This design comes from an exercise in tuning for small area on the open sky130 flow, not from production work.

Design ex_mem_top, start of the top module:
module ex_mem_top (
   input  logic        CLK,
   input  logic        nRST,
   input  logic [3:0]  aluop,
   input  logic [31:0] porta,
   input  logic [31:0] portb,
   input  logic [31:0] imm,
   input  logic [31:0] pcn,
   input  logic [1:0]  br_kind,
   input  logic [1:0]  memtoreg,
   input  logic        regwrite,
   input  logic        memread,
   input  logic        memwrite,
   input  logic        halt,
   input  logic [4:0]  dest,
   output logic        ex_ready,
   output logic        branch_taken,
   output logic [31:0] branch_target,
   output logic        cyc,
   output logic        stb,
   output logic        we,
   output logic [31:0] adr,
   output logic [31:0] wdata,
   output logic [3:0]  sel,
   input  logic [31:0] rdata,
   input  logic        ack,
   output logic        retire_valid,
   output logic        retire_regwrite,
   output logic        retire_halt,
   output logic [4:0]  retire_dest,
   output logic [31:0] retire_data
);
Size: about 1100 cells after synthesis, about 110 flip-flops, about 330 I/O pins.
==> module ex_mem_top, before the edit <==
module ex_mem_top (
   input  logic        CLK,
   input  logic        nRST,
   input  logic [3:0]  aluop,
   input  logic [31:0] porta,
   input  logic [31:0] portb,
   input  logic [31:0] imm,
   input  logic [31:0] pcn,
   input  logic [1:0]  br_kind,
   input  logic [1:0]  memtoreg,
   input  logic        regwrite,
   input  logic        memread,
   input  logic        memwrite,
   input  logic        halt,
   input  logic [4:0]  dest,
   output logic        ex_ready,
   output logic        branch_taken,
   output logic [31:0] branch_target,
   output logic        cyc,
   output logic        stb,
   output logic        we,
   output logic [31:0] adr,
   output logic [31:0] wdata,
   output logic [3:0]  sel,
   input  logic [31:0] rdata,
   input  logic        ack,
   output logic        retire_valid,
   output logic        retire_regwrite,
   output logic        retire_halt,
   output logic [4:0]  retire_dest,
   output logic [31:0] retire_data
);
   logic        mem_q;      
   logic        squash_q;   
   logic        bubble_q;   
   logic        rw_q;       
   logic        halt_q;     
   logic        we_q;       
   logic [1:0]  mtr_q;      
   logic [4:0]  dest_q;
   logic [31:0] a_q;        
   logic [31:0] b_q;        
   logic [31:0] p_q;        
   logic        is_mem, sub, cout, slt, sltu, left;
   logic [31:0] alu_b, b_x, p0, g0, carry, x_mix, pre, sh_in, sh_out, result;
   assign is_mem = memread | memwrite;
   assign alu_b = is_mem ? imm : portb;
   assign sub = aluop[3] | (aluop[2:0] == 3'd1);
   assign b_x = alu_b ^ {32{sub}};
   assign p0 = porta ^ b_x;
   assign g0 = porta & b_x;
   adder_alu u_add (.p(p0), .g(g0), .ci(sub), .ca(carry), .co(cout));
   assign sltu = !cout;
   assign slt = sltu ^ porta[31] ^ alu_b[31];
   logic en_a, en_g, en_p, en_n;
   assign en_a = !aluop[2] & !aluop[1];
   assign en_g = !aluop[2] & aluop[1];
   assign en_p = !aluop[2] & aluop[1] & !aluop[0];
   assign en_n = aluop[2] & aluop[0];
   assign x_mix = (carry & {32{en_a}}) | (g0 & {32{en_g}}) | (p0 & {32{en_p}}) | (~g0 & {32{en_n}});
   assign pre = p0 ^ x_mix;
   assign left = !aluop[0];
   for (genvar i = 0; i < 32; i++) begin : g_rev
      assign sh_in[i] = left ? alu_b[31-i] : alu_b[i];
   end
   assign sh_out = sh_in >> porta[4:0];
   logic en_pre, en_sll, en_srl;
   assign en_pre = !aluop[3] & !(aluop[2] & aluop[1]);
   assign en_sll = !aluop[3] & aluop[2] & aluop[1] & !aluop[0];
   assign en_srl = !aluop[3] & aluop[2] & aluop[1] & aluop[0];
   for (genvar i = 0; i < 32; i++) begin : g_res
      if (i == 0) begin : lsb
         assign result[i] = (pre[i] & en_pre) | (sh_out[31-i] & en_sll) | (sh_out[i] & en_srl) |
                            (aluop[3] & (aluop[0] ? sltu : slt));
      end else begin : msb
         assign result[i] = (pre[i] & en_pre) | (sh_out[31-i] & en_sll) | (sh_out[i] & en_srl);
      end
   end
   logic eq, cond;
   assign eq = (p0 == {32{sub}});
   assign cond = (br_kind == 2'd3) || (br_kind == 2'd1 && eq) || (br_kind == 2'd2 && !eq);
   assign ex_ready = !mem_q;
   assign branch_taken = !mem_q && cond && !squash_q;
   adder_br u_br (.pcn(pcn), .imm(imm), .target(branch_target));
   always_ff @(posedge CLK, negedge nRST) begin
      if (!nRST) begin
         mem_q <= 1'b0;
         squash_q <= 1'b0;
         bubble_q <= 1'b1;
         rw_q <= 1'b0;
         halt_q <= 1'b0;
      end else if (mem_q) begin
         if (ack) mem_q <= 1'b0;
      end else begin
         mem_q <= is_mem && !squash_q;
         squash_q <= branch_taken;
         bubble_q <= 1'b0;
         rw_q <= regwrite && !squash_q;
         halt_q <= halt && !squash_q;
      end
   end
   always_ff @(posedge CLK) begin
      if (!mem_q) begin
         we_q <= memwrite;
         mtr_q <= memtoreg;
         dest_q <= dest;
         b_q <= portb;
         p_q <= pcn;
      end
   end
   always_ff @(posedge CLK) begin
      if (!mem_q) a_q <= result;
      else if (ack && mtr_q == 2'd1) a_q <= rdata;
   end
   assign cyc = mem_q;
   assign stb = mem_q;
   assign we = we_q;
   assign adr = a_q;
   assign wdata = b_q;
   assign sel = 4'hf;
   assign retire_valid = !mem_q && !bubble_q;
   assign retire_regwrite = !mem_q && rw_q;
   assign retire_halt = !mem_q && halt_q;
   assign retire_dest = dest_q;
   assign retire_data = mtr_q[1] ? p_q : a_q;
endmodule
export LEC_CHECK = 0
export CAP_MARGIN = 20
export CORE_MARGIN = 2
export CORE_UTILIZATION = 40
export SLEW_MARGIN = 20
create_clock -name core_clock -period 7.5 [get_ports {CLK}]
standard.sh (not shown) runs the stock make flow with config.mk's settings and CLKGATE_MAP_FILE= SYNTH_SCRIPT=/design/flow/synth_recipe.tcl, a recipe that flattens the netlist after the stock synthesis.
==> flow/flow/run.sh <==
#!/bin/bash
# The standard ORFS layout, except:
#  - synthesis maps the adders (kept as their own modules until the final flatten) with
#    abc_keep.script and the rest of the logic with the area-oriented abc.script;
#    registers, their names and all other synthesis steps are the standard flow's own
#  - every input and output port gets the smallest buffer, sky130_fd_sc_hd__buf_1
set -euo pipefail
here=$(pwd)
export MY_ABC_SCRIPT=$here/flow/abc.script
export MY_ABC_SCRIPT_KEEP=$here/flow/abc_keep.script
export BUFFER_PORTS_ARGS="-buffer_cell sky130_fd_sc_hd__buf_1"
bash standard.sh SYNTH_SCRIPT=$here/flow/synth.tcl "SYNTH_KEEP_MODULES=adder_alu adder_br" finish > orfs_make.log 2>&1
==> flow/flow/abc.script <==
strash
&get -n
&deepsyn -T 30
&put
dch -f
amap
topo
upsize -c
dnsize -c
stime -c
==> flow/flow/abc_keep.script <==
strash
&get -n
&nf
&put
topo
stime -c
==> flow/flow/synth.tcl <==
proc synth {args} { yosys synth -nofsm -noshare {*}$args }
if {[info exists ::env(MY_ABC_SCRIPT)] && $::env(MY_ABC_SCRIPT) ne ""} {
  proc abc {args} {
    set i [lsearch -exact $args -script]
    if {$i >= 0} { lset args [expr {$i + 1}] $::env(MY_ABC_SCRIPT) }
    if {[info exists ::env(SYNTH_KEEP_MODULES)] && $::env(SYNTH_KEEP_MODULES) ne ""} {
      set sargs $args
      if {$i >= 0} { lset sargs [expr {$i + 1}] [expr {[info exists ::env(MY_ABC_SCRIPT_KEEP)] ? $::env(MY_ABC_SCRIPT_KEEP) : "$::env(SCRIPTS_DIR)/abc_speed.script"}] }
      puts "abc speed on $::env(SYNTH_KEEP_MODULES)"
      yosys abc {*}$sargs {*}$::env(SYNTH_KEEP_MODULES)
      puts "abc with script $::env(MY_ABC_SCRIPT) on $::env(DESIGN_NAME)"
      yosys abc {*}$args $::env(DESIGN_NAME)
    } else {
      puts "abc with script $::env(MY_ABC_SCRIPT)"
      yosys abc {*}$args
    }
  }
}
source $::env(SCRIPTS_DIR)/synth.tcl
# left out here: clear keep_hierarchy, flatten, clean up, hide names made inside functions, write 1_2_yosys.v
Next try:
--- a/flow/design.v
+++ b/flow/design.v
@@ -96,5 +96,5 @@
    logic [31:0] p_q;        
    logic        is_mem, sub, cout, slt, sltu, left;
-   logic [31:0] alu_b, b_x, p0, g0, carry, x_mix, pre, sh_in, sh_out, result;
+   logic [31:0] alu_b, b_x, p0, g0, carry, x_mix, pre, sh_in, sh_out, sh_res, result;
    assign is_mem = memread | memwrite;
    assign alu_b = is_mem ? imm : portb;
@@ -116,18 +116,9 @@
    for (genvar i = 0; i < 32; i++) begin : g_rev
       assign sh_in[i] = left ? alu_b[31-i] : alu_b[i];
+      assign sh_res[i] = left ? sh_out[31-i] : sh_out[i];
    end
    assign sh_out = sh_in >> porta[4:0];
-   logic en_pre, en_sll, en_srl;
-   assign en_pre = !aluop[3] & !(aluop[2] & aluop[1]);
-   assign en_sll = !aluop[3] & aluop[2] & aluop[1] & !aluop[0];
-   assign en_srl = !aluop[3] & aluop[2] & aluop[1] & aluop[0];
-   for (genvar i = 0; i < 32; i++) begin : g_res
-      if (i == 0) begin : lsb
-         assign result[i] = (pre[i] & en_pre) | (sh_out[31-i] & en_sll) | (sh_out[i] & en_srl) |
-                            (aluop[3] & (aluop[0] ? sltu : slt));
-      end else begin : msb
-         assign result[i] = (pre[i] & en_pre) | (sh_out[31-i] & en_sll) | (sh_out[i] & en_srl);
-      end
-   end
+   assign result = aluop[3] ? {31'b0, aluop[0] ? sltu : slt} :
+                   (aluop[2:1] == 2'd3) ? sh_res : pre;
    logic eq, cond;
    assign eq = (p0 == {32{sub}});
Result:
- hold slack barely changes
- worst setup slack improves by 0.28 ns
- area after synthesis goes up by 3.7%
- global-route usage drops by 0.45 points
- design area rises by about 3%
- first-iteration DRC count goes down by 14%
No run of this note included a check of the RTL's function; only the layout flow was run.

## alpha
The RTL this note starts from:
==> flow/design.v <==
module add_bk #(parameter int N = 32) (
   input  logic [N-1:0] a, b,
   input  logic         ci,
   output logic [N-1:0] s,
   output logic         co
);
   localparam int K = $clog2(N);
   localparam int T = 2 * K - 1;           
   logic [N-1:0] p0, g0;
   logic [N-1:0] gl [T+1];
   logic [N-1:0] pl [T+1];
   assign p0 = a ^ b;
   assign g0 = a & b;
   assign gl[0] = {g0[N-1:1], g0[0] | (p0[0] & ci)};
   assign pl[0] = p0;
   for (genvar t = 0; t < T; t++) begin : lvl
      localparam int D = (t < K) ? (1 << t) : (1 << (T - 1 - t));
      for (genvar i = 0; i < N; i++) begin : node
         localparam bit UP = (t < K) && ((i + 1) % (2 * D) == 0);
         localparam bit DN = (t >= K) && ((i + 1) % (2 * D) == D) && (i + 1 >= 3 * D);
         if (UP || DN) begin : op
            assign gl[t+1][i] = gl[t][i] | (pl[t][i] & gl[t][i-D]);
            assign pl[t+1][i] = pl[t][i] & pl[t][i-D];
         end else begin : pass
            assign gl[t+1][i] = gl[t][i];
            assign pl[t+1][i] = pl[t][i];
         end
      end
   end
   assign s = p0 ^ {gl[T][N-2:0], ci};
   assign co = gl[T][N-1];
endmodule
`timescale 1ns/1ps
module ex_mem_top (
   input  logic        CLK,
   input  logic        nRST,
   input  logic [3:0]  aluop,
   input  logic [31:0] porta,
   input  logic [31:0] portb,
   input  logic [31:0] imm,
   input  logic [31:0] pcn,
   input  logic [1:0]  br_kind,
   input  logic [1:0]  memtoreg,
   input  logic        regwrite,
   input  logic        memread,
   input  logic        memwrite,
   input  logic        halt,
   input  logic [4:0]  dest,
   output logic        ex_ready,
   output logic        branch_taken,
   output logic [31:0] branch_target,
   output logic        cyc,
   output logic        stb,
   output logic        we,
   output logic [31:0] adr,
   output logic [31:0] wdata,
   output logic [3:0]  sel,
   input  logic [31:0] rdata,
   input  logic        ack,
   output logic        retire_valid,
   output logic        retire_regwrite,
   output logic        retire_halt,
   output logic [4:0]  retire_dest,
   output logic [31:0] retire_data
);
   logic        mem_q;      
   logic        squash_q;   
   logic        bubble_q;   
   logic        rw_q, halt_q, we_q;
   logic [1:0]  mtr_q;
   logic [4:0]  dest_q;
   logic [31:0] a_q;        
   logic [31:0] b_q;        
   logic [31:0] p_q;        
   logic        is_mem, eq, cond;
   logic [31:0] alu_b, result;
   assign is_mem = memread | memwrite;
   assign alu_b = is_mem ? imm : portb;
   logic        sub, cout, sltu, slt, left;
   logic [31:0] sum, b_x, p0, g0, sh_in, sh_out, sh_rev, logic_r;
   assign sub = aluop[3] | (aluop[2:0] == 3'd1);
   assign b_x = alu_b ^ {32{sub}};
   assign p0 = porta ^ b_x;
   assign g0 = porta & b_x;
   add_bk #(32) u_add (.a(porta), .b(b_x), .ci(sub), .s(sum), .co(cout));
   assign sltu = !cout;
   assign slt = sltu ^ porta[31] ^ alu_b[31];
   assign left = !aluop[0];
   for (genvar i = 0; i < 32; i++) begin : g_rev
      assign sh_in[i] = left ? alu_b[31-i] : alu_b[i];
      assign sh_rev[i] = sh_out[31-i];
   end
   assign sh_out = sh_in >> porta[4:0];
   always_comb begin
      case (aluop[1:0])
         2'd2: logic_r = g0;
         2'd3: logic_r = g0 | p0;
         2'd0: logic_r = p0;
         default: logic_r = ~(g0 | p0);
      endcase
   end
   always_comb begin
      case (aluop)
         4'd0, 4'd1: result = sum;
         4'd2, 4'd3, 4'd4, 4'd5: result = logic_r;
         4'd6: result = sh_rev;
         4'd7: result = sh_out;
         4'd8: result = {31'b0, slt};
         4'd9: result = {31'b0, sltu};
         default: result = 'x;
      endcase
   end
   assign eq = (p0 == {32{sub}});
   always_comb begin
      case (br_kind)
         2'd1: cond = eq;
         2'd2: cond = !eq;
         2'd3: cond = 1'b1;
         default: cond = 1'b0;
      endcase
   end
   assign ex_ready = !mem_q;
   assign branch_taken = !mem_q && cond && !squash_q;
   logic br_co;
   add_bk #(30) u_br (.a(pcn[31:2]), .b(imm[29:0]), .ci(1'b0), .s(branch_target[31:2]), .co(br_co));
   assign branch_target[1:0] = pcn[1:0];
   always_ff @(posedge CLK, negedge nRST) begin
      if (!nRST) begin
         mem_q <= 1'b0;
         squash_q <= 1'b0;
         bubble_q <= 1'b1;
         rw_q <= 1'b0;
         halt_q <= 1'b0;
      end else if (mem_q) begin
         if (ack) mem_q <= 1'b0;
      end else begin
         mem_q <= is_mem && !squash_q;
         squash_q <= branch_taken;
         bubble_q <= 1'b0;
         rw_q <= regwrite && !squash_q;
         halt_q <= halt && !squash_q;
      end
   end
   always_ff @(posedge CLK) begin
      if (!mem_q) begin
         we_q <= memwrite;
         mtr_q <= memtoreg;
         dest_q <= dest;
         b_q <= portb;
         p_q <= pcn;
      end
   end
   always_ff @(posedge CLK) begin
      if (!mem_q) a_q <= result;
      else if (ack && mtr_q == 2'd1) a_q <= rdata;
   end
   assign cyc = mem_q;
   assign stb = mem_q;
   assign we = we_q;
   assign adr = a_q;
   assign wdata = b_q;
   assign sel = 4'hf;
   assign retire_valid = !mem_q && !bubble_q;
   assign retire_regwrite = !mem_q && rw_q;
   assign retire_halt = !mem_q && halt_q;
   assign retire_dest = dest_q;
   assign retire_data = mtr_q[1] ? p_q : a_q;
endmodule
==> flow/config.mk <==
export PLATFORM = sky130hd
export DESIGN_NAME = ex_mem_top
export DESIGN_NICKNAME = ex_mem_top
export VERILOG_FILES = /design/flow/design.v
export SDC_FILE = /design/flow/constraint.sdc
export NUM_CORES = 4
export LEC_CHECK = 0
export CAP_MARGIN = 20
export CORE_MARGIN = 2
export CORE_UTILIZATION = 40
export SLEW_MARGIN = 20
==> flow/constraint.sdc <==
create_clock -name core_clock -period 7.5 [get_ports {CLK}]
set_input_delay 1.5000 -clock core_clock [delete_from_list [all_inputs] [get_ports {CLK}]]
set_output_delay 1.5000 -clock core_clock [all_outputs]
set_load 0.01 [all_outputs]
==> flow/flow/run.sh <==
#!/bin/bash
# Standard ORFS layout, with the smallest buffer on every input and output port.
set -euo pipefail
export BUFFER_PORTS_ARGS="-buffer_cell sky130_fd_sc_hd__buf_1"
bash standard.sh finish > orfs_make.log 2>&1
Changes in beta relative to alpha:
==> flow/design.v <==
`timescale 1ns/1ps
module ex_mem_top (
   input  logic        CLK,
   input  logic        nRST,
   input  logic [3:0]  aluop,
   input  logic [31:0] porta,
   input  logic [31:0] portb,
   input  logic [31:0] imm,
   input  logic [31:0] pcn,
   input  logic [1:0]  br_kind,
   input  logic [1:0]  memtoreg,
   input  logic        regwrite,
   input  logic        memread,
   input  logic        memwrite,
   input  logic        halt,
   input  logic [4:0]  dest,
   output logic        ex_ready,
   output logic        branch_taken,
   output logic [31:0] branch_target,
   output logic        cyc,
   output logic        stb,
   output logic        we,
   output logic [31:0] adr,
   output logic [31:0] wdata,
   output logic [3:0]  sel,
   input  logic [31:0] rdata,
   input  logic        ack,
   output logic        retire_valid,
   output logic        retire_regwrite,
   output logic        retire_halt,
   output logic [4:0]  retire_dest,
   output logic [31:0] retire_data
);
   logic        mem_q;      
   logic        squash_q;   
   logic        bubble_q;   
   logic        rw_q, halt_q, we_q;
   logic [1:0]  mtr_q;
   logic [4:0]  dest_q;
   logic [31:0] a_q;        
   logic [31:0] b_q;        
   logic [31:0] p_q;        
   logic        is_mem, eq, cond;
   logic [31:0] alu_b, result;
   assign is_mem = memread | memwrite;
   assign alu_b = is_mem ? imm : portb;
   logic        sub, cout, sltu, slt, left;
   logic [31:0] sum, b_x, sh_in, sh_out, sh_rev, logic_r;
   assign sub = aluop[3] | (aluop[2:0] == 3'd1);
   assign b_x = alu_b ^ {32{sub}};
   assign {cout, sum} = {1'b0, porta} + {1'b0, b_x} + {32'b0, sub};
   assign sltu = !cout;
   assign slt = sltu ^ porta[31] ^ alu_b[31];
   assign left = !aluop[0];
   always_comb for (int i = 0; i < 32; i++) sh_in[i] = left ? alu_b[31-i] : alu_b[i];
   assign sh_out = sh_in >> porta[4:0];
   always_comb for (int i = 0; i < 32; i++) sh_rev[i] = sh_out[31-i];
   always_comb begin
      case (aluop[1:0])
         2'd2: logic_r = porta & alu_b;
         2'd3: logic_r = porta | alu_b;
         2'd0: logic_r = porta ^ alu_b;
         default: logic_r = ~(porta | alu_b);
      endcase
   end
   always_comb begin
      case (aluop)
         4'd0, 4'd1: result = sum;
         4'd2, 4'd3, 4'd4, 4'd5: result = logic_r;
         4'd6: result = sh_rev;
         4'd7: result = sh_out;
         4'd8: result = {31'b0, slt};
         4'd9: result = {31'b0, sltu};
         default: result = 'x;
      endcase
   end
   assign eq = (porta == portb);
   always_comb begin
      case (br_kind)
         2'd1: cond = eq;
         2'd2: cond = !eq;
         2'd3: cond = 1'b1;
         default: cond = 1'b0;
      endcase
   end
   assign ex_ready = !mem_q;
   assign branch_taken = !mem_q && cond && !squash_q;
   assign branch_target = pcn + {imm[29:0], 2'b00};
   always_ff @(posedge CLK, negedge nRST) begin
      if (!nRST) begin
         mem_q <= 1'b0;
         squash_q <= 1'b0;
         bubble_q <= 1'b1;
         rw_q <= 1'b0;
         halt_q <= 1'b0;
      end else if (mem_q) begin
         if (ack) mem_q <= 1'b0;
      end else begin
         mem_q <= is_mem && !squash_q;
         squash_q <= branch_taken;
         bubble_q <= 1'b0;
         rw_q <= regwrite && !squash_q;
         halt_q <= halt && !squash_q;
      end
   end
   always_ff @(posedge CLK) begin
      if (!mem_q) begin
         we_q <= memwrite;
         mtr_q <= memtoreg;
         dest_q <= dest;
         b_q <= portb;
         p_q <= pcn;
      end
   end
   always_ff @(posedge CLK) begin
      if (!mem_q) a_q <= result;
      else if (ack && mtr_q == 2'd1) a_q <= rdata;
   end
   assign cyc = mem_q;
   assign stb = mem_q;
   assign we = we_q;
   assign adr = a_q;
   assign wdata = b_q;
   assign sel = 4'hf;
   assign retire_valid = !mem_q && !bubble_q;
   assign retire_regwrite = !mem_q && rw_q;
   assign retire_halt = !mem_q && halt_q;
   assign retire_dest = dest_q;
   assign retire_data = mtr_q[1] ? p_q : a_q;
endmodule
## What came out
alpha closes out successfully: all stages finished, all timing, DRC and antenna checks passed. beta did not stop at any stage, and its layout met the timing, DRC and antenna checks. Height of the chip | beta above alpha. In beta relative to alpha, inverter count of the layout excluding clock inverters had gone down slightly. Re minimum clock period: alpha was higher than beta. Looking at beta and alpha, the final cell utilization of the core is a wash. Compared with alpha, beta degrades summed instance area of the synthesized netlist. Comparing beta and alpha, the lower post-placement setup slack is on alpha. [beta] multi-input combinational area share rose 0.48 points relative to alpha. | cell count of the worst hold path | lower: alpha |. Compared alpha against beta; clock-pin slew of the registers on the worst-case setup and hold paths within noise. In beta, the number of cells after detailed placement came out about 8% above the value in alpha. beta ended with less sequential share of layout area than alpha.
No functional check of the RTL was part of any run of this note.

[port drivers added, routing unchanged]
The flow's constraints put no driver on any port. The routed layouts listed below were extracted and timed again, unchanged, in two steps. Step 1, drivers: a clkbuf_16 drives CLK and a buf_2 each remaining input, both assumed. Step 2 adds t to the input delays and takes it off the output delays; t is the mean of the earliest and latest rising clock arrival at the registers after step 1. Input paths then give back, and output paths get back, about the clock's delay inside the block. a / b / c = ideal ports / drivers / drivers and shift; a / b = the first two.
| run | t (ns) | setup slack, ns | latest minus earliest clock arrival (ns) | worst register clock-pin slew, ns |
|---|---|---|---|---|
| the first run of note 1 | 0.401 | 0.719 / 0.698 / 0.698 | 0.023 / 0.023 | 0.09 / 0.09 |
| the second run of note 1 | 0.411 | 1.001 / 0.979 / 0.896 | 0.019 / 0.019 | 0.09 / 0.09 |
| alpha | 0.430 | 0.704 / 0.681 / 0.681 | 0.014 / 0.013 | 0.08 / 0.08 |
| beta | 0.430 | 1.475 / 1.451 / 1.084 | 0.012 / 0.012 | 0.08 / 0.08 |
After both steps every run listed still meets setup and hold. The setup slack of beta, which loses most, moves by -0.024 ns with the drivers and by -0.391 ns with both steps.
